Context: an optimization exercise on an open-source flow, tuned for small area. The choices shown serve that exercise and are no tape-out recipe.
Only simulation tests tie the RTL to the original design; equivalence was not proved.
No activity file was given, so power comes from the tool's default toggle rates.

==> flow/design.v (excerpt) <==
module reg_file_param #(
  parameter int XLEN = 64,
  parameter int NREGS = 32,
  parameter int NRD = 2,
  parameter int ZERO_REG = 1,
  parameter int BYPASS = 1,
  localparam int AW = $clog2(NREGS)
) (
  input  logic                clk,
  input  logic                rst_n,
  input  logic [NRD-1:0]      rd_en,
  input  logic [NRD*AW-1:0]   rd_addr,
  output logic [NRD*XLEN-1:0] rd_data,
  output logic [NRD-1:0]      rd_busy,
  input  logic                wr_en,
  input  logic [AW-1:0]       wr_addr,
  input  logic [XLEN-1:0]     wr_data,
  input  logic                iss_en,
  input  logic [AW-1:0]       iss_addr
);
Size in the first run: about 2200 flip-flops, about 220 I/O pins.
clock: 5.0 ns
lec_check: 0
cap_margin: 20
core_margin: 2
core_utilization: 45
slew_margin: 20
synth_hierarchical: 1
synth_minimum_keep_size: 0
run.sh (not shown) runs the stock make flow with config.mk's settings and CLKGATE_MAP_FILE= SYNTH_SCRIPT=/design/flow/synth_recipe.tcl, a recipe that flattens the netlist after the stock synthesis.
Next try:
- CORE_UTILIZATION: 45 -> 65
- CTS_BUF_LIST: unset -> sky130_fd_sc_hd__clkbuf_4 sky130_fd_sc_hd__clkbuf_8
Result:
- The new run ran to the end with no violations
- hold slack improves by 0.23 ns
- flip-flop and latch count is unchanged
- first-iteration DRC count climbs by about a fifth
- die area drops by a quarter to a third
- area after synthesis does not change
- power drops slightly
- routed wire length drops by a few percent

---

reg_file_param again, from the RTL that the note above started with.
clock: 5.0 ns
lec_check: 0
cap_margin: 20
core_margin: 2
core_utilization: 50
slew_margin: 20
synth_hierarchical: 1
synth_minimum_keep_size: 0
standard.sh (not shown) runs the stock make flow with config.mk's settings and CLKGATE_MAP_FILE= SYNTH_SCRIPT=/design/flow/synth_recipe.tcl, a recipe that flattens the netlist after the stock synthesis.
==> flow/flow/run.sh <==
#!/bin/bash
# Layout flow: the standard synthesis unchanged, then the standard ORFS
# steps with these changes to how the layout is made:
#  - placement repair may not use the largest buffers (buf_6 and up), so the
#    high-fanout select nets are driven by trees of smaller buffers;
#  - each port gets a buf_1 as its port buffer;
#  - clock tree: clkbuf_8 buffers, sink clusters of at most 15 flip-flops
#    within 60 um, no dummy loads.
# Each step's full log is in orfs/logs/; make's output is in synth.log and
# layout.log here.
set -uo pipefail
DU="$(tr '\n' ' ' < flow/dont_use.txt)"
bash standard.sh synth > synth.log 2>&1 || exit 1
bash standard.sh "DONT_USE_CELLS=$DU" \
  "BUFFER_PORTS_ARGS=-buffer_cell sky130_fd_sc_hd__buf_1" \
  "CTS_ARGS=-sink_clustering_enable -repair_clock_nets -dont_use_dummy_load -buf_list sky130_fd_sc_hd__clkbuf_8 -sink_clustering_size 15 -sink_clustering_max_diameter 60" \
  finish > layout.log 2>&1
==> flow/flow/dont_use.txt <==
sky130_fd_sc_hd__probe_p_8 sky130_fd_sc_hd__probec_p_8 sky130_fd_sc_hd__lpflow_bleeder_1 sky130_fd_sc_hd__lpflow_clkbufkapwr_1 sky130_fd_sc_hd__lpflow_clkbufkapwr_16 sky130_fd_sc_hd__lpflow_clkbufkapwr_2 sky130_fd_sc_hd__lpflow_clkbufkapwr_4 sky130_fd_sc_hd__lpflow_clkbufkapwr_8 sky130_fd_sc_hd__lpflow_clkinvkapwr_1 sky130_fd_sc_hd__lpflow_clkinvkapwr_16 sky130_fd_sc_hd__lpflow_clkinvkapwr_2 sky130_fd_sc_hd__lpflow_clkinvkapwr_4 sky130_fd_sc_hd__lpflow_clkinvkapwr_8 sky130_fd_sc_hd__lpflow_decapkapwr_12 sky130_fd_sc_hd__lpflow_decapkapwr_3 sky130_fd_sc_hd__lpflow_decapkapwr_4 sky130_fd_sc_hd__lpflow_decapkapwr_6 sky130_fd_sc_hd__lpflow_decapkapwr_8 sky130_fd_sc_hd__lpflow_inputiso0n_1 sky130_fd_sc_hd__lpflow_inputiso0p_1 sky130_fd_sc_hd__lpflow_inputiso1n_1 sky130_fd_sc_hd__lpflow_inputiso1p_1 sky130_fd_sc_hd__lpflow_inputisolatch_1 sky130_fd_sc_hd__lpflow_isobufsrc_1 sky130_fd_sc_hd__lpflow_isobufsrc_16 sky130_fd_sc_hd__lpflow_isobufsrc_2 sky130_fd_sc_hd__lpflow_isobufsrc_4 sky130_fd_sc_hd__lpflow_isobufsrc_8 sky130_fd_sc_hd__lpflow_isobufsrckapwr_16 sky130_fd_sc_hd__lpflow_lsbuf_lh_hl_isowell_tap_1 sky130_fd_sc_hd__lpflow_lsbuf_lh_hl_isowell_tap_2 sky130_fd_sc_hd__lpflow_lsbuf_lh_hl_isowell_tap_4 sky130_fd_sc_hd__lpflow_lsbuf_lh_isowell_4 sky130_fd_sc_hd__lpflow_lsbuf_lh_isowell_tap_1 sky130_fd_sc_hd__lpflow_lsbuf_lh_isowell_tap_2 sky130_fd_sc_hd__lpflow_lsbuf_lh_isowell_tap_4
sky130_fd_sc_hd__buf_6 sky130_fd_sc_hd__buf_8 sky130_fd_sc_hd__buf_12 sky130_fd_sc_hd__buf_16 sky130_fd_sc_hd__bufbuf_16 sky130_fd_sc_hd__bufinv_16
The baseline went through all stages and came out clean.
==> next run, changes <==
--- a/flow/flow/run.sh
+++ b/flow/flow/run.sh
@@ -3,3 +3,3 @@
 # steps with these changes to how the layout is made:
-#  - placement repair may not use the largest buffers (buf_6 and up), so the
+#  - placement repair may not use the largest buffers (buf_6 and up, bufbuf_8), so the
 #    high-fanout select nets are driven by trees of smaller buffers;
--- a/flow/flow/dont_use.txt
+++ b/flow/flow/dont_use.txt
@@ -2 +2,2 @@
 sky130_fd_sc_hd__buf_6 sky130_fd_sc_hd__buf_8 sky130_fd_sc_hd__buf_12 sky130_fd_sc_hd__buf_16 sky130_fd_sc_hd__bufbuf_16 sky130_fd_sc_hd__bufinv_16
+ sky130_fd_sc_hd__bufbuf_8
--- a/flow/config.mk
+++ b/flow/config.mk
@@ -9,3 +9,4 @@
 export CORE_MARGIN = 2
-export CORE_UTILIZATION = 50
+export CORE_UTILIZATION = 70
+export GPL_TIMING_DRIVEN = 0
 export SLEW_MARGIN = 20
=> Routed wire length went up by 2.0%. Sequential power hardly moves. Via count went up by 6.1%. Design area went down by 1.9%. Core utilization went up by 21 points. Worst setup slack got worse by 0.55 ns. Total power went down by 0.78%. Area after synthesis does not change. Worst hold slack improved by 0.37 ns.

re-timing with driven ports:
The flow's constraints put no driver on any port. The routed layouts listed below were extracted and timed again, unchanged, in two steps. Step 1: set_driving_cell puts a clkbuf_16 on clk and a buf_2 on each other input, an assumption about the parent block. Step 2 times the ports against the registers' clock, not the clock port: input delays grow and output delays shrink by t, the midpoint of the rising clock arrivals with the driver on. Three values: ideal ports, drivers, drivers and shift; two values: the first two.
run | shift t [ns] | setup WS [ns] | worst setup path after step 2 | slew at the worst register clock pin (ns) | worst slew at a driven data input, ns
the first run of note 1 | 0.948 | 0.660 / 0.721 / -0.227 | input to register | 0.07 / 0.07 | 0.19
the second run of note 1 | 1.130 | 1.029 / 1.083 / -0.047 | input to register | 0.08 / 0.08 | 0.27
the first run of note 2 | 1.002 | 1.168 / 1.219 / 0.216 | input to register | 0.11 / 0.11 | 0.07
the second run of note 2 | 1.026 | 0.616 / 0.675 / -0.351 | input to register | 0.11 / 0.11 | 0.18
Met with ideal ports but missed after step 2: setup timing in the first run of note 1, the second run of note 1 and the second run of note 2. The setup slack of the second run of note 1, which loses most, moves by +0.054 ns with the drivers and by -1.076 ns with both steps.
